From an optimization exercise on the open Yosys and OpenROAD flow, aimed at small area; shortcuts taken in it are not production practice.
In this exercise RTL edits were held to simulation tests only and were not proved equivalent to the original.
Power figures rest on the tool's default switching activity, not on a simulated workload. No driver is modelled on the clock port, so clocking that relies on it looks cheaper here than on a real chip.

[design/flow/design.v]
module mips_dmem_responder (
  input  logic        clk,
  input  logic        resetN,
  input  logic        req_valid,
  output logic        req_ready,
  input  logic        req_we,
  input  logic [31:0] req_addr,
  input  logic [31:0] req_wdata,
  input  logic [3:0]  req_be,
  output logic        resp_valid,
  input  logic        resp_ready,
  output logic [31:0] resp_rdata,
  output logic        resp_err
);
  localparam int N     = 64;    
  localparam int WSTEP = 4;     
  localparam int RSTEP = 3;     
  localparam int NW    = N / WSTEP;
  localparam int NR    = (N - 1) / RSTEP + 1;
  logic [1:0] ph;
  logic       idle;
  logic       waiting;
  logic       accept;
  assign idle       = (ph == 2'b00);
  assign waiting    = ph[0];
  assign req_ready  = idle;
  assign resp_valid = (ph == 2'b10);
  assign accept     = req_valid && idle;
  always_ff @(posedge clk or negedge resetN) begin
    if (!resetN) begin
      ph <= 2'b00;
    end else begin
      case (ph)
        2'b00:   ph <= accept ? 2'b01 : 2'b00;
        2'b01:   ph <= 2'b11;
        2'b11:   ph <= 2'b10;
        default: ph <= resp_ready ? 2'b00 : 2'b10;
      endcase
    end
  end
  logic [5:0] t;
  always_ff @(posedge clk or negedge resetN) begin
    if (!resetN) begin
      t <= 6'd0;
    end else begin
      t <= t + 6'd1;
    end
  end
  logic        req_err;
  logic        req_st;
  logic [31:0] req_wmask;
  assign req_err   = (req_addr[1:0] != 2'b00) || (req_addr[31:8] != 24'd0);
  assign req_st    = req_we && !req_err;
  assign req_wmask = {{8{req_be[3]}}, {8{req_be[2]}}, {8{req_be[1]}}, {8{req_be[0]}}};
  logic [5:0]  idx_q;
  logic [3:0]  be_q;
  logic        ld_q;      
  logic        err_q;
  logic        st_q;      
  logic [31:0] dat_q;     
  always_ff @(posedge clk) begin
    if (accept) begin
      idx_q <= req_addr[7:2];
      be_q  <= req_be;
      ld_q  <= !req_we && !req_err;
      err_q <= req_err;
    end
  end
  always_ff @(posedge clk or negedge resetN) begin
    if (!resetN) begin
      st_q <= 1'b0;
    end else if (accept) begin
      st_q <= req_st;
    end
  end
  assign resp_err   = err_q;
  assign resp_rdata = ld_q ? dat_q : 32'd0;
  logic [3:0] swept;
  always_ff @(posedge clk or negedge resetN) begin
    if (!resetN) begin
      swept <= 4'b0000;
    end else begin
      swept <= {swept[2:0], 1'b1};
    end
  end
  logic sweep;
  assign sweep = !swept[3];
  logic [N-1:0][31:0] rd;
  logic [N-1:0][31:0] rd_n;
  logic [5:0]    wpos;
  logic [NW-1:0] wen;
  assign wpos = idx_q + t;
  always_comb begin
    for (int k = 0; k < NW; k++) begin
      wen[k] = st_q && (wpos == 6'(k * WSTEP));
    end
  end
  logic [NW*4-1:0]        p_c1;
  logic [NW*4-1:0]        p_c2;
  logic [NW-1:0][31:0]    p_next;
  logic [31:0]            dat_n;
  assign dat_n = ~dat_q;
  for (genvar k = 0; k < NW; k++) begin : g_port
    for (genvar i = 0; i < 4; i++) begin : g_lane
      logic wr;
      assign wr = wen[k] && be_q[i];
      if (k % 2 == 0) begin : g_even
        assign p_c1[4*k + i] = wr;
        assign p_c2[4*k + i] = !wr && !sweep;
      end else begin : g_odd
        assign p_c1[4*k + i] = wr || sweep;
        assign p_c2[4*k + i] = !wr;
      end
    end
  end
  logic [NR-1:0] tsel;      
  logic [31:0]   rval;
  dmem_ring_ports #(.NP(NW), .NR(NR)) u_ports (
    .c1    (p_c1),
    .c2    (p_c2),
    .dat   (dat_q),
    .dat_n (dat_n),
    .rd    (rd),
    .tsel  (tsel),
    .next  (p_next),
    .rval  (rval)
  );
  for (genvar q = 0; q < N; q++) begin : g_pos
    if (q % WSTEP == 0) begin : g_port
      assign rd_n[q] = p_next[q / WSTEP];
    end else begin : g_shift
      assign rd_n[q] = rd[(q + N - 1) % N];
    end
  end
  always_ff @(posedge clk) begin
    rd <= rd_n;
  end
  logic [5:0]    ridx;
  logic [5:0]    rpos;
  logic [NR-1:0] rsel;
  logic          rhit;
  assign ridx = idle ? req_addr[7:2] : idx_q;
  assign rpos = ridx + t;
  always_comb begin
    rhit = 1'b0;
    for (int k = 0; k < NR; k++) begin
      rsel[k] = (rpos == 6'(k * RSTEP));
      rhit    = rhit || rsel[k];
      tsel[k] = rsel[k] && ((k * RSTEP) % WSTEP == 0 || swept[(k * RSTEP + N - 1) % WSTEP]);
    end
  end
  always_ff @(posedge clk) begin
    if (accept && req_we) begin
      dat_q <= req_wdata & req_wmask;
    end else if (rhit && (accept || (waiting && ld_q))) begin
      dat_q <= rval;
    end
  end
endmodule
module dmem_ring_ports #(
  parameter int NP = 16,
  parameter int NR = 22
) (
  input  logic [NP*4-1:0]     c1,
  input  logic [NP*4-1:0]     c2,
  input  logic [31:0]         dat,
  input  logic [31:0]         dat_n,
  input  logic [NP*4-1:0][31:0] rd,
  input  logic [NR-1:0]       tsel,
  output logic [NP-1:0][31:0] next,
  output logic [31:0]         rval
);
  localparam int N  = NP * 4;
  localparam int RS = 3;
  logic [N-1:0][31:0] rd_n;
  for (genvar k = 0; k < NP; k++) begin : g_port
    for (genvar i = 0; i < 4; i++) begin : g_lane
      if (k % 2 == 0) begin : g_even
        assign next[k][8*i +: 8] = ~((dat[8*i +: 8] & {8{c1[4*k + i]}})
                                   | (rd[(4*k + N - 1) % N][8*i +: 8] & {8{c2[4*k + i]}}));
      end else begin : g_odd
        assign next[k][8*i +: 8] = ~((rd[(4*k + N - 1) % N][8*i +: 8] | {8{c1[4*k + i]}})
                                   & (dat_n[8*i +: 8] | {8{c2[4*k + i]}}));
      end
    end
  end
  for (genvar q = 0; q < N; q++) begin : g_pos
    if (q % 4 == 0) begin : g_port
      assign rd_n[q] = next[q / 4];
    end else begin : g_shift
      assign rd_n[q] = rd[(q + N - 1) % N];
    end
  end
  always_comb begin
    rval = 32'd0;
    for (int k = 0; k < NR; k++) begin
      if (tsel[k]) begin
        rval = rval | (rd_n[k * RS] ^ {32{((k * RS) / 4) % 2 == 0}});
      end
    end
  end
endmodule
[design/flow/flow/run.sh]
#!/bin/bash
# Layout flow: the standard ORFS flow (standard.sh), with two changes:
#  - clock tree synthesis without dummy loads, with larger sink clusters;
#  - port buffers of the smallest buffer cell (every port still gets one).
# make's full output goes to make_finish.log here; ORFS keeps each step's
# log under orfs/logs/.
set -euo pipefail
bash standard.sh finish \
  "CTS_ARGS=-sink_clustering_enable -repair_clock_nets -dont_use_dummy_load -sink_clustering_size 30 -sink_clustering_max_diameter 70" \
  "BUFFER_PORTS_ARGS=-buffer_cell sky130_fd_sc_hd__buf_1" \
  > make_finish.log 2>&1
[design/flow/standard.sh]
#!/bin/bash
# synth_recipe.tcl (not shown) runs the flow's synth.tcl, then flattens the netlist and writes it again
# the make line also repeats each setting of config.mk as NAME=value (left out here)
make -C /OpenROAD-flow-scripts/flow DESIGN_CONFIG=/design/flow/config.mk WORK_HOME=/design/flow/orfs CLKGATE_MAP_FILE= SYNTH_SCRIPT=/design/flow/synth_recipe.tcl "${@:-finish}"
[design/flow/config.mk]
export PLATFORM = sky130hd
export DESIGN_NAME = mips_dmem_responder
export DESIGN_NICKNAME = mips_dmem_responder
export VERILOG_FILES = /design/flow/design.v
export SDC_FILE = /design/flow/constraint.sdc
export NUM_CORES = 4
export LEC_CHECK = 0
export CAP_MARGIN = 20
export CORE_MARGIN = 2
export CORE_UTILIZATION = 70
export PLACE_DENSITY = 0.8
export SLEW_MARGIN = 20
export SYNTH_HIERARCHICAL = 1
[design/flow/constraint.sdc]
create_clock -name core_clock -period 8.0 [get_ports {clk}]
set_input_delay 1.6000 -clock core_clock [delete_from_list [all_inputs] [get_ports {clk}]]
set_output_delay 1.6000 -clock core_clock [all_outputs]
set_load 0.01 [all_outputs]
==> flow_metrics.py, run 1 <==
metrics = {
    "global_routing": {
        "gr-total-overflow": 0,
        "grt_start_max_net_pins": 67,
        "grtUsageTotal_pct": 37.3,
        "grt_pass1_wl_um": 211000,
        "grt_pass1_vias": 31400,
        "antenna_found_initial": 0,
    },
    "cts": {
        "cts_tree": "built",
        "clk_latency_ps": 670,
        "numCtsBuffers": 80,
        "cts_resized": 0,
        "cts-root-buf": "clkbuf_16",
        "clk_pin_slew_ps": 110,
        "clock_sinks": 2105,
        "post_cts_buffers": 0,
        "clk_path_buf_depth": 3,
        "postCtsHoldBufs": 0,
        "h-tree-depth": 3,
    },
    "yosys": {
        "ys_ff_latch": 2105,
        "synth_area_um2": 54200,
        "synth.net_count": 4123,
        "synthFlopType": "dfxtp_1",
        "yosysTopAreaCell": "dfxtp_1",
        "synthDistinctLibCells": 72,
        "postSynth.asyncResetShare_pct": 0.618,
        "syn_inst": 4035,
        "yosysSeqAreaShare_pct": 78.8,
        "synth_area_leaders": "dfxtp_1 76%, a22oi_1 4.5%, o22ai_1 3.2%",
        "synth.top_cell.area_share_pct": 75.7,
        "syn_area_per_cell_um2": 13.4,
        "synth-edff-count": 44,
        "yosys_warnings": 8,
    },
    "finish": {
        "drive_gt1_share_pct": 5.57,
        "final_nets": 4108,
        "post-route-util_pct": 75.5,
        "area_growth_pct": 6.22,
    },
    "die": {
        "dieArea_um2": 79600,
        "core-area_um2": 76200,
        "die_width_um": 282,
        "initial_utilization_pct": 71.1,
        "ios": 108,
        "rows": 101,
        "die_h_um": 282,
    },
    "place": {
        "dp_hpwl_um": 90300,
        "portBuffers": 107,
        "gp_congestion": 0.927,
    },
    "worst_setup_path": {
        "required_ps": 8380,
        "worstSetupEndpointType": "flip-flop",
        "startpoint_type": "flip-flop",
        "reg2reg_to": "dat_q[16]",
        "startpoint": "t[0]",
        "reg2reg_from": "t[0]",
        "reg2reg_depth": 13,
        "critPathMaxFanout": 10,
        "cp.arrival_ps": 6340,
        "path_class": "reg2reg",
        "rrSetupSlack_ps": 2050,
    },
    "sta": {
        "hold_ws_ps": 296,
        "setup_viol": 0,
        "rsz0062_at_grt": "no",
        "hold_viol_final": 0,
        "slew_violations": 0,
        "tns_ps": 0,
        "skew_ps": 43.1,
        "period_share_pct": 74.4,
        "slew_headroom_pct": 15.7,
        "worst_pin_slew_ps": 1260,
        "period_needed_ps": 5950,
        "max_freq_mhz": 168,
    },
    "outcome": {
        "status": "timing/DRC/antenna clean",
    },
    "drt": {
        "firstDrtPassIters": 6,
        "drc_errors": 0,
        "drt-initial-drc-count": 4976,
        "totalWireLength_um": 150000,
        "postRouteAntennaNets": 0,
        "wl_per_cell_um": 29.7,
        "viasPerCell": 6.48,
        "dr_total_vias": 32700,
    },
    "power_and_ir_drop": {
        "power_uw": 17000,
        "power_density_nw_per_um2": 295,
        "power_leakage_uw": 0.0212,
        "ir_drop_mv": 0.228,
    },
    "worst_hold_path": {
        "hp-start": "rd[1183]",
        "min_to": "rd[1215]",
        "min_path_type": "reg2reg",
        "hold_path_depth": 0,
    },
    "run": {
        "maxCapViolCount": 0,
    },
}
synthesized netlist by cell type (all sizes together) (3+ instances only):
| cell | count |
|---|---|
| xnor2 | 16 |
| o211a | 11 |
| nand3 | 39 |
| a211oi | 3 |
| dfrtp | 13 |
| nor2 | 49 |
| or4 | 18 |
| o211ai | 38 |
| ha | 13 |
| or2b | 24 |
| dfxtp | 2048 |
| xor2 | 8 |
| nor3 | 47 |
| a22oi | 325 |
| mux2i | 3 |
| o221ai | 10 |
| mux2 | 4 |
| buf | 37 |
| a221oi | 15 |
| nor2b | 16 |
| o22ai | 279 |
| inv | 53 |
| edfxtp | 44 |
| a21boi | 17 |
| o21ai | 38 |
| clkbuf | 251 |
| and2 | 54 |
| and4 | 3 |
| o2111a | 10 |
| nand2 | 277 |
| a21o | 3 |
| a21oi | 27 |
| nor4 | 25 |
| o2111ai | 66 |
| nand4 | 23 |
| nand2b | 99 |
critical path, cell delays in order (launching register included):
cell     delay (ps)
dfrtp_1         430
ha_1            210
inv_1            60
fa_1            410
xnor2_1         160
nor4b_1         650
nand2_1         660
nor3_2         1080
nor2b_1         550
a22oi_1         530
nor2_1           80
or4b_2          690
nand2_1          80
o21ai_0         100
report_power, final:
part | internal [uW] | switching (uW)
Sequential | 10600 | 227
Combinational | 322 | 1100
Clock | 1810 | 2910
Total | 12800 | 4240
cell type report:
| type | instances | area, um^2 |
|---|---|---|
| tap | 1030 | 1290 |
| clock buffer | 80 | 2000 |
| multi-input combinational | 1587 | 10300 |
| inverter | 54 | 203 |
| sequential | 2105 | 42600 |
| fill | 4638 | 18700 |
| timing repair buffer | 192 | 1080 |
| antenna | 1 | 2.50 |
cells by family (layout without fill, tap and decap cells):
kind of cell               count (synthesis)  in the layout  share of synthesized area (%)
and+or+nand+nor                          686            686                           6.39
xor gates and xnor gates                  26             26                          0.494
muxes                                      7              7                          0.139
AOI/OAI and AO/OA                        852            852                           11.3
DFF                                     2105           2105                           78.8
buffers and inverters                    343            326                           2.58
other                                      1              2                        0.00693
adders and majority gates                 15             15                          0.374
flip-flops by register name, indices dropped and copies added (netlist names):
| name | count |
|---|---|
| be_q | 4 |
| dat_q | 32 |
| err_q | 1 |
| idx_q | 6 |
| ld_q | 1 |
| ph | 2 |
| rd | 2048 |
| st_q | 1 |
| swept | 4 |
| t | 6 |
worst max path at each step:
| stage | cells past startpoint | end | slack (ps) |
|---|---|---|---|
| floorplan | 9 | dat_q[0] | 2920 |
| global placement | 16 | dat_q[18] | 1850 |
| finish | 13 | dat_q[16] | 2050 |
| CTS | 13 | dat_q[16] | 2220 |
| detailed placement | 16 | dat_q[18] | 1690 |
| global route | 13 | dat_q[16] | 2060 |
placed cells by master (no fill, tap or decap), types with 37 or more instances in the layout:
cell type,instances
dfxtp_1,2048
a22oi_1,324
o22ai_1,279
nand2_1,275
buf_1,107
nand2b_1,99
clkbuf_16,80
buf_4,80
o2111ai_1,66
and2_1,53
inv_1,48
nor2_1,48
edfxtp_1,44
nand3_1,39
o211ai_1,38
o21ai_0,37
stage by stage:
step                instance area [um^2]  cells  worst slack (ps)
floorplan                          54200   4035              2920
global placement                   55500   4966              1850
detailed placement                 55500   4966              1690
CTS                                57500   5046              2220
global route                       57500   5048              2060
finish                             57500   5049              2050
metal layers:
metal  track usage (%)  vias up  part of all wire [%]
li1                  -    13800                     -
met2              55.6     2444                    43
met4              19.6        0                   6.2
met5                 0        -                     0
met3              9.62      608                    13
met1              50.5    15800                    38
==> inputs of run 2 (changes only) <==
--- a/design/flow/design.v
+++ b/design/flow/design.v
@@ -123,4 +123,5 @@
     .rd    (rd),
     .tsel  (tsel),
+    .tseln (~tsel),
     .next  (p_next),
     .rval  (rval)
@@ -168,4 +169,5 @@
   input  logic [NP*4-1:0][31:0] rd,
   input  logic [NR-1:0]       tsel,
+  input  logic [NR-1:0]       tseln,    
   output logic [NP-1:0][31:0] next,
   output logic [31:0]         rval
@@ -195,6 +197,8 @@
     rval = 32'd0;
     for (int k = 0; k < NR; k++) begin
-      if (tsel[k]) begin
-        rval = rval | (rd_n[k * RS] ^ {32{((k * RS) / 4) % 2 == 0}});
+      if (((k * RS) / 4) % 2 == 0) begin
+        rval = rval | ~({32{tseln[k]}} | rd_n[k * RS]);
+      end else begin
+        rval = rval | ({32{tsel[k]}} & rd_n[k * RS]);
       end
     end
==> run 2 against run 1 <==
Effect of this change: first-iteration DRC count is 12% lower; routed wire length is 1.3% lower; cell area is 1.9% lower; power is 0.21% higher; largest cell class unchanged; still clean on timing, DRC and antenna; worst setup slack better by 25 ps; sequential cell count stayed put; utilization is 1.1 points lower; critical endpoint is now dat_q[13]; worst hold slack better by 13 ps.
==> flow_metrics.py, run 2 <==
metrics = {
    "power_and_ir_drop": {
        "switching_share_pct": 25.2,
        "power_frac_comb_pct": 8.2,
        "p_sw_uw": 4290,
        "power.internal_uw": 12700,
        "ir_drop_mv": 0.193,
        "power_leakage_uw": 0.0210,
        "clkPwrFrac_pct": 27.8,
        "power_density_nw_per_um2": 302,
        "p_seq_share_pct": 64.1,
    },
    "worst_setup_path": {
        "cp.arrival_ps": 6300,
        "reg2reg_to": "dat_q[5]",
        "critPathCapture": "dat_q[13]",
        "startpoint_type": "input port",
        "rrSetupSlack_ps": 2140,
        "path_buf_inv": 2,
        "reg2reg_from": "t[0]",
        "required_ps": 8370,
        "critPathTopFamily": "compound AO/OA/AOI/OAI gates",
        "cp_cell_sequence": "buf_1 -> mux2_2 -> ha_1 -> a21oi_1 -> nand2_1 -> a31oi_4 -> xor2_1 -> nor2_1 -> nand2_2 -> buf_4 -> o22ai_1 -> a221o_1 -> a2111oi_0 -> nand4_1 -> nand2_1 -> o21ai_0",
        "cp_common_cell": "nand2_1",
        "critPathMaxFanout": 22,
        "worstSetupEndpointType": "flip-flop",
        "path_depth": 16,
        "startpoint": "req_addr[4]",
        "path_class": "in2reg",
        "reg2reg_depth": 15,
        "crit_path_top_delay_cell": "nand2_2",
        "critPathMaxStageDelay_ps": 810,
    },
    "worst_hold_path": {
        "min_path_type": "reg2reg",
    },
    "cts": {
        "clk_path_buf_depth": 3,
        "numCtsBuffers": 80,
        "clk_pin_slew_ps": 110,
        "cts_tree": "built",
        "clk_latency_ps": 680,
        "h-tree-depth": 3,
        "postCtsHoldBufs": 0,
        "post_cts_buffers": 0,
        "clock_sinks": 2105,
        "cts-root-buf": "clkbuf_16",
        "cts_resized": 0,
    },
    "global_routing": {
        "antenna_found_initial": 1,
        "grt_pass1_wl_um": 208000,
        "grt_pass1_vias": 31400,
        "gr-total-overflow": 0,
        "grt_start_max_net_pins": 67,
        "grtUsageTotal_pct": 37.1,
    },
    "drt": {
        "drc_errors": 0,
        "dr_total_vias": 32400,
        "wl_per_cell_um": 30.2,
        "viasPerCell": 6.61,
        "drt-initial-drc-count": 4388,
        "postRouteAntennaNets": 0,
        "totalWireLength_um": 148000,
        "firstDrtPassIters": 8,
    },
    "die": {
        "die_width_um": 280,
        "ios": 108,
        "rows": 101,
        "initial_utilization_pct": 70.5,
        "die_h_um": 280,
        "core-area_um2": 75800,
        "dieArea_um2": 78600,
    },
    "place": {
        "portBuffers": 107,
        "place_inst": 4821,
        "dp_hpwl_um": 87600,
        "place_area_um2": 54400,
        "gp_congestion": 0.925,
    },
    "finish": {
        "final_nets": 4013,
        "final_common_cell": "dfxtp_1",
        "area_growth_pct": 5.52,
        "top_regs": "rd (2048), dat_q (32)",
        "top_register": "rd",
        "final_area_um2": 56400,
        "largest_reg_flops": 2048,
        "post_layout_nonfiller_instances": 4906,
        "final_cell_mix": "2048 x dfxtp_1, 328 x o22ai_1, 316 x a22oi_1",
        "fillers": 4660,
        "drive_gt1_share_pct": 4.84,
    },
    "sta": {
        "worst_pin_slew_ps": 1290,
        "skew_ps": 61.5,
        "setup_viol": 0,
        "rsz0062_at_grt": "no",
        "period_needed_ps": 5930,
        "slew_violations": 0,
        "tns_ps": 0,
        "max_freq_mhz": 169,
        "period_share_pct": 74.1,
        "slew_headroom_pct": 13.5,
        "hold_viol_final": 0,
    },
    "outcome": {
        "status": "timing/DRC/antenna clean",
    },
    "run": {
        "maxCapViolCount": 0,
    },
    "yosys": {
        "synth.net_count": 4057,
        "synth_area_um2": 53500,
        "syn_inst": 3970,
        "syn_area_per_cell_um2": 13.5,
        "yosys_warnings": 8,
    },
}
-- run 2: power by group through the flow --
stage	Sequential, uW	Combinational, uW	Clock (uW)
3_3_place_gp	11100	1280	0
5_1_grt	10900	1420	5060
3_5_place_dp	11100	1310	0
6_report	10900	1390	4730
4_1_cts	10900	1310	4710
2_1_floorplan	10900	935	0
-- run 2: metrics by stage --
stage               setup slack, ps  total power [uW]  util, %  hold WS (ps)
floorplan                      3180             11900        -           310
global placement               1930             12400     71.7           309
finish                         2070             17000     74.4           310
global route                   2030             17400     74.4           319
detailed placement             1750             12400     71.7           312
CTS                            2330             16900     74.4           314
-- run 2: layout make-up --
cell class              count  area, um^2  share of cell area [%]
multi-input cells        1523        9510                    16.9
diodes                      4        10.0                  0.0177
well taps                 978        1220                    2.17
inverters                  54         203                   0.359
repair buffers            162         818                    1.45
clock buffers              80        2000                    3.55
flip-flops and latches   2105       42600                    75.6
-- run 2: worst min path at each step --
stage                         from        to  slack (ps)  cells past startpoint
after detailed placement  rd[1058]  rd[1090]         310                      0
after floorplan            rd[968]  rd[1000]         310                      0
after global placement     rd[351]   rd[383]         310                      0
final                     rd[1863]  rd[1895]         310                      0
after global routing      rd[1057]  rd[1089]         320                      0
after CTS                 rd[1169]  rd[1201]         310                      0
-- run 2: routing by layer --
metal / GRT usage, % / up-vias / part of all wire, %
li1: - / 13600 / -
met1: 49.5 / 15700 / 38
met2: 54.7 / 2499 / 43
met3: 10.7 / 661 / 13
met4: 20.7 / 0 / 6.4
met5: 0 / - / 0
==> inputs of run 3 (changes only) <==
--- a/design/flow/config.mk
+++ b/design/flow/config.mk
@@ -6,8 +6,8 @@
 export NUM_CORES = 4
 export LEC_CHECK = 0
-export CAP_MARGIN = 20
+export CAP_MARGIN = 5
 export CORE_MARGIN = 2
 export CORE_UTILIZATION = 70
 export PLACE_DENSITY = 0.8
-export SLEW_MARGIN = 20
+export SLEW_MARGIN = 5
 export SYNTH_HIERARCHICAL = 1
==> run 3 against run 2 <==
Effect of this change: still clean on timing, DRC and antenna; utilization is 0.051 points lower; sequential cell count stayed put; worst hold slack worse by 24 ps; clock skew is 4.0 ps lower; synthesized cell count stayed put; power hardly changed.
==> flow_metrics.py, run 3 <==
metrics = {
    "place": {
        "gp_congestion": 0.925,
        "portBuffers": 107,
        "dp_hpwl_um": 87300,
        "place_inst": 4820,
    },
    "drt": {
        "firstDrtPassIters": 6,
        "drt-initial-drc-count": 4526,
        "wl_per_cell_um": 30.0,
        "totalWireLength_um": 147000,
        "postRouteAntennaNets": 0,
        "viasPerCell": 6.59,
        "drc_errors": 0,
        "dr_total_vias": 32300,
    },
    "global_routing": {
        "grt_start_max_net_pins": 67,
        "gr-total-overflow": 0,
        "grtUsageTotal_pct": 37.0,
        "grt_pass1_wl_um": 207000,
        "grt_pass1_vias": 31400,
        "antenna_found_initial": 3,
    },
    "finish": {
        "final_cell_mix": "2048 x dfxtp_1, 328 x o22ai_1, 316 x a22oi_1",
        "fillers": 4661,
        "post-route-util_pct": 74.4,
        "final_common_cell": "dfxtp_1",
        "regArea_um2": 42600,
        "largest_reg_flops": 2048,
        "final_nets": 4011,
        "drive_gt1_share_pct": 4.54,
        "multi_input_area_um2": 9490,
        "top_register": "rd",
        "top_regs": "rd (2048), dat_q (32)",
        "post_layout_nonfiller_instances": 4906,
        "area_growth_pct": 5.45,
    },
    "sta": {
        "period_needed_ps": 5730,
        "slew_violations": 0,
        "skew_ps": 57.5,
        "setup_viol": 0,
        "max_freq_mhz": 174,
        "hold_viol_final": 0,
        "rsz0062_at_grt": "no",
        "hold_ws_ps": 285,
        "tns_ps": 0,
        "period_share_pct": 71.6,
        "worst_pin_slew_ps": 1380,
        "slew_headroom_pct": 7.75,
    },
    "die": {
        "initial_utilization_pct": 70.5,
        "ios": 108,
        "die_h_um": 280,
        "core-area_um2": 75800,
        "dieArea_um2": 78600,
        "die_width_um": 280,
        "rows": 101,
    },
    "worst_setup_path": {
        "worstSetupEndpointType": "flip-flop",
        "required_ps": 8380,
        "path_class": "in2reg",
        "cp.arrival_ps": 6110,
        "startpoint_type": "input port",
        "critPathMaxFanout": 17,
    },
    "cts": {
        "clock_sinks": 2105,
        "numCtsBuffers": 80,
        "cts-root-buf": "clkbuf_16",
        "postCtsHoldBufs": 0,
        "post_cts_buffers": 0,
        "clk_latency_ps": 680,
        "clk_pin_slew_ps": 110,
        "cts_tree": "built",
        "cts_resized": 0,
        "clk_path_buf_depth": 3,
        "h-tree-depth": 3,
    },
    "power_and_ir_drop": {
        "power_leakage_uw": 0.0210,
        "power_density_nw_per_um2": 302,
        "power_uw": 17000,
        "ir_drop_mv": 0.206,
    },
    "yosys": {
        "syn_area_per_cell_um2": 13.5,
        "synth_area_um2": 53500,
        "syn_inst": 3970,
        "synth.net_count": 4057,
        "yosys_warnings": 8,
    },
    "outcome": {
        "status": "timing/DRC/antenna clean",
    },
    "worst_hold_path": {
        "min_path_type": "reg2reg",
    },
    "run": {
        "maxCapViolCount": 0,
    },
}
-- run 3: cell types whose count changed in the layout (fill, tap and decap cells not counted) --
cell	previous run	this run
nor2b_1	25	34
buf_6	1	0
nor2_2	3	2
buf_4	54	53
diode_2	4	6
nor2_1	119	120
nor2b_2	9	0
-- run 3: critical path, cell delays in order --
cell and delay, ps:
buf_1 80, mux2_2 150, ha_1 150, inv_1 60, fa_1 450, nand3b_1 180, nand2_1 120, xor2_1 730
nor2_1 310, nand2_2 660, buf_4 470, o22ai_1 120, or4_1 520, nor3_1 200, nand3_1 120, nand2_1 70
o21ai_0 100
-- run 3: layer usage --
metal	GRT usage, %	share of wire (%)	vias to the layer above
li1	-	-	13600
met1	49.3	38	15500
met2	54.4	42	2500
met3	10.6	13	712
met4	21.2	6.7	2
met5	0	0.0088	-
-- run 3: area by class of cell --
type | instances | share of cell area [%]
Multi-Input combinational cell | 1523 | 16.8
Clock buffer | 80 | 3.55
Tap cell | 978 | 2.17
Timing Repair Buffer | 160 | 1.42
Inverter | 54 | 0.360
Sequential cell | 2105 | 75.6
Antenna cell | 6 | 0.0266
-- run 3: report_power, final --
part           switching [uW]  internal, uW  total, uW
logic                    1110           283       1390
clock network            2920          1810       4730
registers                 272         10600      10900
-- run 3: worst paths after layout --
check | startpoint | end | slack (ps) | cells after the start
setup / recovery | req_addr[2] | dat_q[30] | 2270 | 17
hold / removal | rd[1845] | rd[1877] | 290 | 0
setup reg to reg | t[0] | dat_q[15] | 2290 | 14
hold reg to reg | rd[1845] | rd[1877] | 290 | 0
max in group asynchronous | resetN | swept[3] | 6390 | 1
min in group asynchronous | resetN | t[2] | 1020 | 1
-- run 3: stage by stage --
step	area [um^2]	setup WS, ps
finish	56400	2270
global route	56400	2050
CTS	56400	2430
floorplan	53500	3180
detailed placement	54400	1740
global placement	54400	1930
==> inputs of run 4 (changes only) <==
--- a/design/flow/design.v
+++ b/design/flow/design.v
@@ -27,4 +27,6 @@
   assign resp_valid = (ph == 2'b10);
   assign accept     = req_valid && idle;
+  logic st_acc;
+  assign st_acc = accept && req_we;
   always_ff @(posedge clk or negedge resetN) begin
     if (!resetN) begin
@@ -49,9 +51,7 @@
   logic        req_err;
   logic        req_st;
-  logic [31:0] req_wmask;
   assign req_err   = (req_addr[1:0] != 2'b00) || (req_addr[31:8] != 24'd0);
   assign req_st    = req_we && !req_err;
-  assign req_wmask = {{8{req_be[3]}}, {8{req_be[2]}}, {8{req_be[1]}}, {8{req_be[0]}}};
-  logic [5:0]  idx_q;
+  logic [5:0]  pos_q;     
   logic [3:0]  be_q;
   logic        ld_q;      
@@ -61,5 +61,4 @@
   always_ff @(posedge clk) begin
     if (accept) begin
-      idx_q <= req_addr[7:2];
       be_q  <= req_be;
       ld_q  <= !req_we && !req_err;
@@ -88,10 +87,8 @@
   logic [N-1:0][31:0] rd;
   logic [N-1:0][31:0] rd_n;
-  logic [5:0]    wpos;
   logic [NW-1:0] wen;
-  assign wpos = idx_q + t;
   always_comb begin
     for (int k = 0; k < NW; k++) begin
-      wen[k] = st_q && (wpos == 6'(k * WSTEP));
+      wen[k] = st_q && (pos_q == 6'(k * WSTEP));
     end
   end
@@ -124,4 +121,6 @@
     .tsel  (tsel),
     .tseln (~tsel),
+    .wdat  (req_wdata),
+    .wsel  ({4{st_acc}} & req_be),
     .next  (p_next),
     .rval  (rval)
@@ -137,10 +136,13 @@
     rd <= rd_n;
   end
-  logic [5:0]    ridx;
+  logic [5:0]    apos;
   logic [5:0]    rpos;
   logic [NR-1:0] rsel;
   logic          rhit;
-  assign ridx = idle ? req_addr[7:2] : idx_q;
-  assign rpos = ridx + t;
+  assign apos = req_addr[7:2] + t;
+  assign rpos = idle ? apos : pos_q;
+  always_ff @(posedge clk) begin
+    pos_q <= (accept ? apos : pos_q) + 6'd1;
+  end
   always_comb begin
     rhit = 1'b0;
@@ -148,11 +150,10 @@
       rsel[k] = (rpos == 6'(k * RSTEP));
       rhit    = rhit || rsel[k];
-      tsel[k] = rsel[k] && ((k * RSTEP) % WSTEP == 0 || swept[(k * RSTEP + N - 1) % WSTEP]);
-    end
-  end
-  always_ff @(posedge clk) begin
-    if (accept && req_we) begin
-      dat_q <= req_wdata & req_wmask;
-    end else if (rhit && (accept || (waiting && ld_q))) begin
+      tsel[k] = rsel[k] && !st_acc
+                && ((k * RSTEP) % WSTEP == 0 || swept[(k * RSTEP + N - 1) % WSTEP]);
+    end
+  end
+  always_ff @(posedge clk) begin
+    if ((accept && req_we) || (rhit && (accept || (waiting && ld_q)))) begin
       dat_q <= rval;
     end
@@ -170,4 +171,6 @@
   input  logic [NR-1:0]       tsel,
   input  logic [NR-1:0]       tseln,    
+  input  logic [31:0]         wdat,
+  input  logic [3:0]          wsel,
   output logic [NP-1:0][31:0] next,
   output logic [31:0]         rval
@@ -194,6 +197,8 @@
     end
   end
+  logic [31:0] wterm;
+  assign wterm = wdat & {{8{wsel[3]}}, {8{wsel[2]}}, {8{wsel[1]}}, {8{wsel[0]}}};
   always_comb begin
-    rval = 32'd0;
+    rval = wterm;
     for (int k = 0; k < NR; k++) begin
       if (((k * RS) / 4) % 2 == 0) begin
--- a/design/flow/config.mk
+++ b/design/flow/config.mk
@@ -6,8 +6,8 @@
 export NUM_CORES = 4
 export LEC_CHECK = 0
-export CAP_MARGIN = 5
+export CAP_MARGIN = 20
 export CORE_MARGIN = 2
 export CORE_UTILIZATION = 70
 export PLACE_DENSITY = 0.8
-export SLEW_MARGIN = 5
+export SLEW_MARGIN = 20
 export SYNTH_HIERARCHICAL = 1
==> run 4 against run 3 <==
Effect of this change: via count is 2.9% lower; sequential share of layout area is 0.33 points higher; critical path type unchanged; highest routed layer unchanged; largest power group unchanged; non-clock buffer count is 19 lower.
==> flow_metrics.py, run 4 <==
metrics = {
    "outcome": {
        "status": "timing/DRC/antenna clean",
    },
    "worst_setup_path": {
        "startpoint_type": "input port",
        "rrSetupSlack_ps": 2960,
        "required_ps": 8400,
        "reg2reg_from": "ph[0]",
        "critPathMaxFanout": 22,
        "cp.arrival_ps": 5630,
        "reg2reg_depth": 13,
        "path_class": "in2reg",
        "worstSetupEndpointType": "flip-flop",
        "reg2reg_to": "dat_q[15]",
    },
    "place": {
        "portBuffers": 107,
        "gp_congestion": 0.905,
        "place_area_um2": 54000,
        "dp_hpwl_um": 85900,
    },
    "finish": {
        "top_register": "rd",
        "largest_reg_flops": 2048,
        "final_nets": 3891,
        "post-route-util_pct": 74.2,
        "final_common_cell": "dfxtp_1",
        "fillers": 4664,
        "final_area_um2": 56100,
        "area_growth_pct": 5.27,
        "top_regs": "rd (2048), dat_q (32)",
        "final_cell_mix": "2054 x dfxtp_1, 337 x o22ai_1, 305 x a22oi_1",
        "drive_gt1_share_pct": 4.44,
    },
    "global_routing": {
        "grtUsageTotal_pct": 35.9,
        "grt_pass1_vias": 30200,
        "gr-total-overflow": 0,
        "antenna_found_initial": 4,
        "grt_pass1_wl_um": 201000,
        "grt_start_max_net_pins": 65,
    },
    "power_and_ir_drop": {
        "power_leakage_uw": 0.0206,
        "power_density_nw_per_um2": 303,
        "ir_drop_mv": 0.256,
    },
    "cts": {
        "cts_resized": 0,
        "postCtsHoldBufs": 0,
        "clk_latency_ps": 670,
        "cts_tree": "built",
        "clk_path_buf_depth": 3,
        "h-tree-depth": 3,
        "clk_pin_slew_ps": 110,
        "clock_sinks": 2105,
        "numCtsBuffers": 81,
        "post_cts_buffers": 0,
        "cts-root-buf": "clkbuf_16",
    },
    "drt": {
        "dr_total_vias": 31400,
        "totalWireLength_um": 143000,
        "firstDrtPassIters": 6,
        "drt-initial-drc-count": 4151,
        "wl_per_cell_um": 29.9,
        "postRouteAntennaNets": 0,
        "viasPerCell": 6.56,
        "drc_errors": 0,
    },
    "yosys": {
        "synth.net_count": 3952,
        "syn_area_per_cell_um2": 13.8,
        "syn_inst": 3871,
        "yosys_warnings": 8,
        "synth_area_um2": 53200,
    },
    "worst_hold_path": {
        "hold_path_depth": 0,
        "hp-start": "rd[1930]",
        "min_path_type": "reg2reg",
        "min_to": "rd[1962]",
    },
    "die": {
        "die_width_um": 280,
        "dieArea_um2": 78300,
        "die_h_um": 280,
        "initial_utilization_pct": 70.5,
        "rows": 101,
        "core-area_um2": 75600,
        "ios": 108,
    },
    "sta": {
        "max_freq_mhz": 191,
        "hold_viol_final": 0,
        "period_share_pct": 65.5,
        "tns_ps": 0,
        "period_needed_ps": 5240,
        "skew_ps": 53.2,
        "rsz0062_at_grt": "no",
        "setup_viol": 0,
        "slew_headroom_pct": 12.8,
        "worst_pin_slew_ps": 1310,
        "slew_violations": 0,
    },
    "run": {
        "maxCapViolCount": 0,
    },
}
## run 4: cell count changes in the layout (fill, tap and decap cells not counted), moves of 17 or more
cell / before / now
a221oi_1: 17 / 40
and2_1: 36 / 68
buf_4: 53 / 33
nand2_1: 223 / 143
nor2_1: 120 / 103
o21ai_0: 68 / 20
## run 4: power by group
part | switching, uW | leakage [uW] | internal (uW) | total, uW
combinational | 962 | 0.00255 | 289 | 1250
clock | 2920 | 0.000998 | 1830 | 4750
sequential | 347 | 0.0171 | 10700 | 11000
## run 4: worst max-delay path, stage by stage
cell and delay, ps:
buf_1 110, ha_1 320, a211oi_2 250, or2_0 400
o21ai_1 180, or3_4 420, nand2_1 160, or3_2 780
buf_4 400, nor2_1 80, a211oi_1 280, nand4_1 130
or4_1 500
## run 4: layout make-up
| class | count | area, um^2 | area share, % |
|---|---|---|---|
| diodes | 1 | 2.50 | 0.00446 |
| multi-input cells | 1432 | 9360 | 16.7 |
| inverters | 49 | 188 | 0.335 |
| clock buffers | 81 | 2030 | 3.62 |
| repair buffers | 141 | 669 | 1.19 |
| well taps | 978 | 1220 | 2.18 |
| flip-flops and latches | 2105 | 42600 | 76.0 |
## run 4: through the flow
step	instances	hold slack (ps)	power [uW]	worst slack (ps)
4_1_cts	4784	287	16900	2870
3_5_place_dp	4703	312	12400	2180
5_1_grt	4786	282	17400	2680
6_report	4787	281	17000	2760
3_3_place_gp	4703	310	12400	2280
2_1_floorplan	3871	310	11900	3180
## run 4: how the worst max path moves through the flow
stage,from,end,slack [ps],cells past startpoint
after floorplan,req_addr[2],dat_q[0],3180,8
after global placement,req_addr[3],dat_q[27],2280,13
after detailed placement,req_addr[3],dat_q[27],2180,13
after CTS,req_addr[3],dat_q[27],2870,13
after global routing,req_addr[2],dat_q[12],2680,10
final,req_addr[3],dat_q[27],2760,13
## run 4: routing by layer
metal | track usage, % | share of wire [%]
met5 | 0 | 0.017
met4 | 18.9 | 6.0
met3 | 8.34 | 12
met2 | 53.6 | 43
met1 | 49.2 | 39
==> inputs of run 5 (changes only) <==
--- a/design/flow/design.v
+++ b/design/flow/design.v
@@ -15,5 +15,5 @@
   localparam int N     = 64;    
   localparam int WSTEP = 4;     
-  localparam int RSTEP = 3;     
+  localparam int RSTEP = 4;     
   localparam int NW    = N / WSTEP;
   localparam int NR    = (N - 1) / RSTEP + 1;
@@ -74,5 +74,7 @@
   end
   assign resp_err   = err_q;
-  assign resp_rdata = ld_q ? dat_q : 32'd0;
+  logic        got;       
+  logic [31:0] rval;
+  assign resp_rdata = !ld_q ? 32'd0 : got ? dat_q : rval;
   logic [3:0] swept;
   always_ff @(posedge clk or negedge resetN) begin
@@ -112,6 +114,5 @@
   end
   logic [NR-1:0] tsel;      
-  logic [31:0]   rval;
-  dmem_ring_ports #(.NP(NW), .NR(NR)) u_ports (
+  dmem_ring_ports #(.NP(NW), .NR(NR), .RS(RSTEP)) u_ports (
     .c1    (p_c1),
     .c2    (p_c2),
@@ -150,11 +151,19 @@
       rsel[k] = (rpos == 6'(k * RSTEP));
       rhit    = rhit || rsel[k];
-      tsel[k] = rsel[k] && !st_acc
-                && ((k * RSTEP) % WSTEP == 0 || swept[(k * RSTEP + N - 1) % WSTEP]);
-    end
-  end
-  always_ff @(posedge clk) begin
-    if ((accept && req_we) || (rhit && (accept || (waiting && ld_q)))) begin
+      tsel[k] = rsel[k] && !st_acc;
+    end
+  end
+  logic lcap;
+  assign lcap = rhit && (accept || (ld_q && !got && !idle));
+  always_ff @(posedge clk) begin
+    if (st_acc || lcap) begin
       dat_q <= rval;
+    end
+  end
+  always_ff @(posedge clk) begin
+    if (accept) begin
+      got <= lcap;
+    end else if (lcap) begin
+      got <= 1'b1;
     end
   end
@@ -162,5 +171,6 @@
 module dmem_ring_ports #(
   parameter int NP = 16,
-  parameter int NR = 22
+  parameter int NR = 16,
+  parameter int RS = 4
 ) (
   input  logic [NP*4-1:0]     c1,
@@ -177,5 +187,4 @@
 );
   localparam int N  = NP * 4;
-  localparam int RS = 3;
   logic [N-1:0][31:0] rd_n;
   for (genvar k = 0; k < NP; k++) begin : g_port
==> run 5 against run 4 <==
Effect of this change: non-clock buffer count is 8 higher; sequential cell count rose by 1; first-iteration DRC count grew 7.5%; cell area down 1.1%; worst hold slack lost 8.9 ps; via count down 4.2%; critical path depth is 1 higher; synthesized area shrank 1.4%; die area decreased by 1.4%; register-to-register slack improved by 460 ps; largest power group unchanged; highest routed layer is now met4.
==> flow_metrics.py, run 5 <==
metrics = {
    "outcome": {
        "status": "timing/DRC/antenna clean",
    },
    "worst_setup_path": {
        "path_class": "in2out",
        "startpoint_type": "input port",
        "critPathMaxFanout": 16,
        "required_ps": 6400,
        "cp.arrival_ps": 5930,
        "cp_cell_sequence": "buf_1 -> ha_1 -> a21oi_1 -> nand2_1 -> xnor2_1 -> a211oi_1 -> o211ai_1 -> buf_12 -> o22ai_1 -> a2111oi_0 -> nand3_1 -> mux2i_1 -> nor2b_1 -> buf_1",
        "cp_common_cell": "buf_1",
        "startpoint": "req_addr[4]",
        "worstSetupEndpointType": "output port",
        "reg2reg_from": "pos_q[0]",
        "critPathMaxStageDelay_ps": 950,
        "crit_path_top_delay_cell": "o211ai_1",
    },
    "global_routing": {
        "grt_pass1_wl_um": 194000,
        "grt_pass1_vias": 29900,
        "gr-total-overflow": 0,
        "grt_start_max_net_pins": 65,
        "antenna_found_initial": 2,
        "grtUsageTotal_pct": 34.4,
    },
    "die": {
        "dieArea_um2": 77200,
        "initial_utilization_pct": 70.6,
        "die_width_um": 278,
        "ios": 108,
        "core-area_um2": 74300,
        "rows": 100,
        "die_h_um": 278,
    },
    "cts": {
        "post_cts_buffers": 0,
        "postCtsHoldBufs": 0,
        "h-tree-depth": 3,
        "numCtsBuffers": 81,
        "clk_path_buf_depth": 3,
        "clk_latency_ps": 670,
        "clock_sinks": 2106,
        "cts_tree": "built",
        "cts_resized": 0,
        "clk_pin_slew_ps": 100,
        "cts-root-buf": "clkbuf_16",
    },
    "yosys": {
        "synth.net_count": 3766,
        "yosys_warnings": 8,
        "syn_area_per_cell_um2": 14.2,
        "syn_inst": 3685,
        "synth_area_um2": 52500,
    },
    "drt": {
        "drt-initial-drc-count": 4464,
        "viasPerCell": 6.52,
        "firstDrtPassIters": 7,
        "drc_errors": 0,
        "totalWireLength_um": 136000,
        "wl_per_cell_um": 29.4,
        "dr_total_vias": 30100,
        "postRouteAntennaNets": 0,
    },
    "finish": {
        "largest_reg_flops": 2048,
        "area_growth_pct": 5.64,
        "post_layout_nonfiller_instances": 4614,
        "drive_gt1_share_pct": 4.20,
        "regArea_um2": 42600,
        "final_cell_mix": "2054 x dfxtp_1, 316 x o22ai_1, 257 x a22oi_1",
        "top_register": "rd",
        "final_area_um2": 55400,
        "final_nets": 3726,
        "multi_input_area_um2": 8600,
        "final_common_cell": "dfxtp_1",
        "top_regs": "rd (2048), dat_q (32)",
        "fillers": 4382,
    },
    "place": {
        "gp_congestion": 0.910,
        "place_area_um2": 53400,
        "place_inst": 4531,
        "portBuffers": 107,
        "dp_hpwl_um": 79300,
    },
    "worst_hold_path": {
        "hp-start": "rd[1692]",
        "min_path_type": "reg2reg",
    },
    "power_and_ir_drop": {
        "power_density_nw_per_um2": 296,
        "power_leakage_uw": 0.0208,
        "ir_drop_mv": 0.209,
    },
    "sta": {
        "max_freq_mhz": 133,
        "skew_ps": 73.0,
        "slew_violations": 0,
        "rsz0062_at_grt": "no",
        "tns_ps": 0,
        "setup_viol": 0,
        "period_share_pct": 94.2,
        "period_needed_ps": 7530,
        "hold_viol_final": 0,
        "slew_headroom_pct": 13.3,
        "worst_pin_slew_ps": 1300,
    },
    "run": {
        "maxCapViolCount": 0,
    },
}
==> run 5: final timing paths <==
path                                   to  slack (ps)  depth (start not counted)
setup / recovery           resp_rdata[13]         470                         14
hold / removal                   rd[1724]         270                          0
setup reg to reg                dat_q[11]        3420                          8
hold reg to reg                  rd[1724]         270                          0
max in group asynchronous        swept[3]        6270                          1
min in group asynchronous           ph[0]        1050                          1
==> run 5: critical path: cells and delay by family <==
kind / cells / cell delay [ps]
AOI/OAI and AO/OA: 5 / 2160
buffers and inverters: 3 / 510
and+or+nand+nor: 3 / 500
xor gates and xnor gates: 1 / 440
muxes: 1 / 350
adders and majority gates: 1 / 340
==> run 5: where the power goes <==
group	leakage [uW]	internal, uW	switching [uW]
combinational	0.00271	213	700
sequential	0.0171	10600	155
clock	0.000998	1830	2900
total	0.0208	12600	3760
==> run 5: stage by stage <==
step | util, % | hold WS (ps) | power, uW | setup slack, ps
2_1_floorplan | - | 310 | 11400 | 2000
3_3_place_gp | 71.8 | 310 | 11800 | 1050
3_5_place_dp | 71.8 | 312 | 11800 | 736
4_1_cts | 74.6 | 273 | 16300 | 667
5_1_grt | 74.6 | 270 | 16800 | 454
6_report | 74.6 | 272 | 16400 | 467
==> run 5: layout make-up <==
cell class	instances	share of cell area, %
Sequential cell	2106	76.9
Tap cell	969	2.19
Timing Repair Buffer	149	1.47
Antenna cell	2	0.00903
Clock buffer	81	3.66
Inverter	42	0.287
Multi-Input combinational cell	1265	15.5
==> run 5: per-layer routing <==
metal	GRT usage, %	part of all wire, %	up-vias
li1	-	-	12600
met4	18.4	6.0	0
met2	51.0	43	2414
met1	45.7	38	14400
met3	10.6	13	657
met5	0	0	-
==> inputs of run 6 (changes only) <==
--- a/design/flow/design.v
+++ b/design/flow/design.v
@@ -76,5 +76,5 @@
   logic        got;       
   logic [31:0] rval;
-  assign resp_rdata = !ld_q ? 32'd0 : got ? dat_q : rval;
+  assign resp_rdata = ld_q ? (dat_q | rval) : 32'd0;
   logic [3:0] swept;
   always_ff @(posedge clk or negedge resetN) begin
@@ -151,11 +151,11 @@
       rsel[k] = (rpos == 6'(k * RSTEP));
       rhit    = rhit || rsel[k];
-      tsel[k] = rsel[k] && !st_acc;
+      tsel[k] = rsel[k] && !st_acc && (idle || !got);
     end
   end
   logic lcap;
-  assign lcap = rhit && (accept || (ld_q && !got && !idle));
-  always_ff @(posedge clk) begin
-    if (st_acc || lcap) begin
+  assign lcap = rhit && ld_q && !got && !idle;
+  always_ff @(posedge clk) begin
+    if (accept || lcap) begin
       dat_q <= rval;
     end
@@ -163,5 +163,5 @@
   always_ff @(posedge clk) begin
     if (accept) begin
-      got <= lcap;
+      got <= rhit;
     end else if (lcap) begin
       got <= 1'b1;
==> run 6 against run 5 <==
Effect of this change: utilization down 0.31 points; clock power down 0.8%; first-iteration DRC count up 2.7%.
==> flow_metrics.py, run 6 <==
metrics = {
    "outcome": {
        "status": "timing/DRC/antenna clean",
    },
    "die": {
        "die_h_um": 277,
        "die_width_um": 277,
        "dieArea_um2": 76700,
        "ios": 108,
        "rows": 100,
        "core-area_um2": 74100,
        "initial_utilization_pct": 70.4,
    },
    "place": {
        "dp_hpwl_um": 77000,
        "gp_congestion": 0.909,
        "place_ws_ps": 975,
        "portBuffers": 107,
    },
    "yosys": {
        "syn_area_per_cell_um2": 14.3,
        "yosys_warnings": 8,
        "synth.net_count": 3728,
        "syn_inst": 3647,
        "synth_area_um2": 52200,
    },
    "cts": {
        "cts_resized": 0,
        "post_cts_buffers": 0,
        "clock_sinks": 2106,
        "numCtsBuffers": 80,
        "clk_latency_ps": 660,
        "clk_pin_slew_ps": 100,
        "cts-root-buf": "clkbuf_16",
        "h-tree-depth": 3,
        "clk_path_buf_depth": 3,
        "cts_tree": "built",
        "postCtsHoldBufs": 0,
    },
    "drt": {
        "wl_per_cell_um": 28.8,
        "firstDrtPassIters": 7,
        "totalWireLength_um": 132000,
        "postRouteAntennaNets": 0,
        "dr_total_vias": 29400,
        "viasPerCell": 6.44,
        "drc_errors": 0,
        "drt-initial-drc-count": 4584,
    },
    "finish": {
        "drive_gt1_share_pct": 4.09,
        "top_register": "rd",
        "final_cell_mix": "2054 x dfxtp_1, 316 x o22ai_1, 257 x a22oi_1",
        "final_nets": 3679,
        "area_growth_pct": 5.46,
        "largest_reg_flops": 2048,
        "final_common_cell": "dfxtp_1",
        "top_regs": "rd (2048), dat_q (32)",
    },
    "worst_setup_path": {
        "cp.arrival_ps": 5620,
        "startpoint_type": "input port",
        "worstSetupEndpointType": "output port",
        "critPathMaxFanout": 25,
        "cp_cell_sequence": "buf_1 -> ha_1 -> inv_1 -> fa_1 -> nor2b_1 -> o21a_1 -> or3_1 -> a41oi_1 -> or3_2 -> buf_4 -> o22ai_1 -> nor4_1 -> nand3_1 -> o21a_1 -> buf_1",
        "required_ps": 6400,
        "crit_path_top_delay_cell": "or3_2",
        "path_class": "in2out",
        "critPathMaxStageDelay_ps": 970,
    },
    "sta": {
        "hold_viol_final": 0,
        "slew_violations": 0,
        "slew_headroom_pct": 12.6,
        "worst_pin_slew_ps": 1310,
        "period_needed_ps": 7220,
        "tns_ps": 0,
        "max_freq_mhz": 138,
        "rsz0062_at_grt": "no",
        "skew_ps": 36.2,
        "period_share_pct": 90.3,
        "setup_viol": 0,
        "worst_slack_ps": 777,
    },
    "power_and_ir_drop": {
        "power_leakage_uw": 0.0205,
        "p_sw_uw": 3670,
        "switching_share_pct": 22.6,
        "ir_drop_mv": 0.266,
        "power_density_nw_per_um2": 295,
        "power_frac_comb_pct": 4.8,
        "clkPwrFrac_pct": 28.9,
        "p_seq_share_pct": 66.3,
        "power.internal_uw": 12600,
    },
    "global_routing": {
        "grt_pass1_wl_um": 187000,
        "grtUsageTotal_pct": 33.5,
        "grt_pass1_vias": 28900,
        "antenna_found_initial": 0,
        "grt_start_max_net_pins": 65,
        "gr-total-overflow": 0,
    },
    "run": {
        "maxCapViolCount": 0,
    },
    "worst_hold_path": {
        "min_path_type": "reg2reg",
    },
}
## run 6: metrics by stage
step | utilization, % | std cells | cell area, um^2 | total power (uW) | hold WS (ps)
after floorplan | - | 3647 | 52200 | 11400 | 310
after global placement | 71.5 | 4484 | 53000 | 11700 | 310
after detailed placement | 71.5 | 4484 | 53000 | 11800 | 312
after CTS | 74.2 | 4564 | 55000 | 16200 | 304
after global routing | 74.3 | 4565 | 55000 | 16600 | 308
final | 74.3 | 4567 | 55000 | 16300 | 300
## run 6: final timing paths
path | start | end | slack, ps | cells after the start
min reg2reg | rd[1101] | rd[1133] | 300 | 0
max | req_addr[2] | resp_rdata[6] | 780 | 15
max reg2reg | pos_q[4] | dat_q[6] | 3690 | 8
min in group asynchronous | resetN | ph[0] | 1000 | 1
min | rd[1101] | rd[1133] | 300 | 0
max in group asynchronous | resetN | swept[3] | 6460 | 1
## run 6: area by class of cell
type	count	area (um^2)
multi-input combinational	1229	8280
clock buffer	80	2000
inverter	41	154
sequential	2106	42600
timing repair buffer	140	744
tap	969	1210
antenna	2	5.00
fill	4411	19100
## run 6: power by group through the flow
stage | clock network (uW) | logic [uW] | registers (uW)
after floorplan | 0 | 540 | 10900
after global placement | 0 | 719 | 11000
after global routing | 5050 | 803 | 10800
after detailed placement | 0 | 741 | 11000
after CTS | 4710 | 744 | 10800
final | 4690 | 782 | 10800
## run 6: critical path, delay by kind of cell
kind,cells,cell delay [ps]
AND/OR/NAND/NOR,5,1940
buffers and inverters,4,620
AO/OA/AOI/OAI,4,1030
adder cells (fa/ha/maj),2,410
## run 6: layer usage
metal / part of all wire, % / track usage [%]
met5: 0 / 0
met4: 7.0 / 20.0
met3: 12 / 8.72
met2: 43 / 50.0
met1: 38 / 44.4
==> inputs of run 7 (changes only) <==
--- a/design/flow/flow/run.sh
+++ b/design/flow/flow/run.sh
@@ -7,5 +7,5 @@
 set -euo pipefail
 bash standard.sh finish \
-  "CTS_ARGS=-sink_clustering_enable -repair_clock_nets -dont_use_dummy_load -sink_clustering_size 30 -sink_clustering_max_diameter 70" \
+  "CTS_ARGS=-sink_clustering_enable -repair_clock_nets -dont_use_dummy_load -sink_clustering_size 34 -sink_clustering_max_diameter 70" \
   "BUFFER_PORTS_ARGS=-buffer_cell sky130_fd_sc_hd__buf_1" \
   > make_finish.log 2>&1
==> run 7 against run 6 <==
Effect of this change: still clean on timing, DRC and antenna; combinational power is 0.5% lower; non-clock buffer count down 1; routed wire length shrank 0.33%; register-to-register slack worse by 40 ps; critical path type unchanged; largest cell class unchanged.
==> flow_metrics.py, run 7 <==
metrics = {
    "sta": {
        "skew_ps": 53.9,
        "slew_headroom_pct": 16.0,
        "max_freq_mhz": 138,
        "hold_viol_final": 0,
        "slew_violations": 0,
        "worst_pin_slew_ps": 1260,
        "period_needed_ps": 7260,
        "rsz0062_at_grt": "no",
        "period_share_pct": 90.7,
        "tns_ps": 0,
        "setup_viol": 0,
    },
    "run": {
        "maxCapViolCount": 0,
    },
    "worst_setup_path": {
        "cp.arrival_ps": 5660,
        "cp_cell_sequence": "buf_1 -> ha_1 -> inv_1 -> fa_1 -> nor2b_1 -> o21a_1 -> nor3_1 -> o211ai_1 -> a211o_2 -> buf_12 -> o22ai_1 -> a2111oi_0 -> nand3_1 -> o21a_1 -> buf_1",
        "worstSetupEndpointType": "output port",
        "critPathMaxFanout": 17,
        "startpoint_type": "input port",
        "path_class": "in2out",
        "required_ps": 6400,
        "critPathMaxStageDelay_ps": 820,
        "crit_path_top_delay_cell": "a211o_2",
    },
    "yosys": {
        "syn_area_per_cell_um2": 14.3,
        "yosys_warnings": 8,
        "synth.net_count": 3728,
        "synth_area_um2": 52200,
        "syn_inst": 3647,
    },
    "cts": {
        "clock_sinks": 2106,
        "clk_latency_ps": 670,
        "numCtsBuffers": 72,
        "cts_tree": "built",
        "clk_pin_slew_ps": 120,
        "cts-root-buf": "clkbuf_16",
        "postCtsHoldBufs": 0,
        "post_cts_buffers": 0,
        "cts_resized": 0,
        "clk_path_buf_depth": 3,
        "h-tree-depth": 3,
    },
    "global_routing": {
        "grt_pass1_wl_um": 186000,
        "grt_pass1_vias": 28800,
        "antenna_found_initial": 2,
        "grt_start_max_net_pins": 65,
        "grtUsageTotal_pct": 33.4,
        "gr-total-overflow": 0,
    },
    "die": {
        "die_h_um": 277,
        "core-area_um2": 74100,
        "die_width_um": 277,
        "rows": 100,
        "ios": 108,
        "initial_utilization_pct": 70.4,
        "dieArea_um2": 76700,
    },
    "finish": {
        "top_register": "rd",
        "top_regs": "rd (2048), dat_q (32)",
        "drive_gt1_share_pct": 3.85,
        "largest_reg_flops": 2048,
        "final_cell_mix": "2054 x dfxtp_1, 316 x o22ai_1, 257 x a22oi_1",
        "final_area_um2": 54800,
        "area_growth_pct": 5.04,
        "final_nets": 3670,
        "final_common_cell": "dfxtp_1",
    },
    "place": {
        "portBuffers": 107,
        "place_area_um2": 53000,
        "gp_congestion": 0.909,
        "dp_hpwl_um": 77000,
    },
    "drt": {
        "dr_total_vias": 29500,
        "top_layer": "met5",
        "wl_met2_um": 56400,
        "firstDrtPassIters": 9,
        "drt-initial-drc-count": 4465,
        "wl_per_cell_um": 28.8,
        "wl_met1_um": 50000,
        "viasPerCell": 6.47,
        "postRouteAntennaNets": 0,
        "routed-wl-met3_um": 15500,
        "totalWireLength_um": 131000,
        "drc_errors": 0,
    },
    "outcome": {
        "status": "timing/DRC/antenna clean",
    },
    "power_and_ir_drop": {
        "ir_drop_mv": 0.289,
        "power_leakage_uw": 0.0204,
        "power_density_nw_per_um2": 293,
    },
    "worst_hold_path": {
        "min_path_type": "reg2reg",
    },
}
run 7: cell count changes in the layout (fill, tap and decap cells not counted), sizes merged:
cell / previous run / this run
buf: 140 / 139
diode: 2 / 4
clkbuf: 80 / 72
run 7: stage by stage:
step | instances | setup slack (ps) | power (uW) | hold WS, ps | utilization [%]
floorplan | 3647 | 2100 | 11400 | 310 | -
global placement | 4484 | 1120 | 11700 | 310 | 71.5
detailed placement | 4484 | 975 | 11800 | 312 | 71.5
CTS | 4556 | 935 | 16000 | 294 | 74.0
global route | 4556 | 599 | 16400 | 293 | 74.0
finish | 4560 | 743 | 16000 | 289 | 74.0
run 7: worst max-delay path, delay by kind of cell:
family / cells / cell delay (ps)
AOI/OAI and AO/OA: 6 / 2410
adders and majority gates: 2 / 580
buffers and inverters: 4 / 570
and+or+nand+nor: 3 / 470
run 7: final timing paths:
path                                 end  slack [ps]  cells past startpoint        start
max                        resp_rdata[3]         740                     15  req_addr[2]
min                              rd[211]         290                      0      rd[179]
max reg2reg                     dat_q[3]        3650                     10         t[2]
min reg2reg                      rd[211]         290                      0      rd[179]
max in group asynchronous       swept[3]        6440                      1       resetN
min in group asynchronous           t[2]         990                      1       resetN
run 7: area by class of cell:
type                            instances  area [um^2]
Sequential cell                      2106        42600
Fill cell                            4424        19300
Multi-Input combinational cell       1229         8280
Clock buffer                           72         1800
Tap cell                              969         1210
Timing Repair Buffer                  139          717
Inverter                               41          154
Antenna cell                            4         10.0
run 7: power by group:
group | total (uW) | switching, uW | internal, uW
clock | 4480 | 2840 | 1640
combinational | 778 | 602 | 176
sequential | 10800 | 186 | 10600
total | 16000 | 3630 | 12400
run 7: per-layer routing:
| metal | vias to the layer above | track usage [%] |
|---|---|---|
| li1 | 12500 | - |
| met1 | 14200 | 44.0 |
| met2 | 2216 | 49.4 |
| met3 | 640 | 9.25 |
| met4 | 2 | 20.3 |
| met5 | - | 0 |

[what the ideal ports hide]
Ports are ideal in the flow. The routed layouts listed here were re-timed in OpenROAD.
Step 1, drivers: a clkbuf_16 drives clk and a buf_2 each remaining input, both assumed.
Step 2 adds t to the input delays and takes it off the output delays; t is the mean of the earliest and latest rising clock arrival at the registers after step 1. Input paths then give back, and output paths get back, about the clock's delay inside the block.
Slacks: no drivers / after step 1 / after step 2; pairs: no drivers / after step 1.
| run | t, ns | slack for setup (ns) | latest minus earliest clock arrival (ns) | slew at the worst register clock pin (ns) | pins driven straight from the clock port |
|---|---|---|---|---|---|
| run 1 | 0.722 | 2.046 / 2.046 / 1.617 | 0.046 / 0.045 | 0.11 / 0.11 | 1 |
| run 2 | 0.720 | 2.071 / 2.120 / 1.400 | 0.063 / 0.063 | 0.11 / 0.11 | 1 |
| run 3 | 0.722 | 2.269 / 2.285 / 1.594 | 0.059 / 0.059 | 0.11 / 0.11 | 1 |
| run 4 | 0.717 | 2.764 / 2.812 / 2.095 | 0.064 / 0.064 | 0.11 / 0.11 | 1 |
| run 5 | 0.699 | 0.467 / 0.447 / 0.447 | 0.076 / 0.076 | 0.11 / 0.11 | 1 |
| run 6 | 0.708 | 0.777 / 0.752 / 0.752 | 0.038 / 0.039 | 0.11 / 0.11 | 1 |
| run 7 | 0.702 | 0.743 / 0.716 / 0.716 | 0.056 / 0.056 | 0.12 / 0.12 | 1 |
After both steps every run listed still meets setup and hold. The setup slack of run 3, which loses most, moves by +0.016 ns with the drivers and by -0.675 ns with both steps.
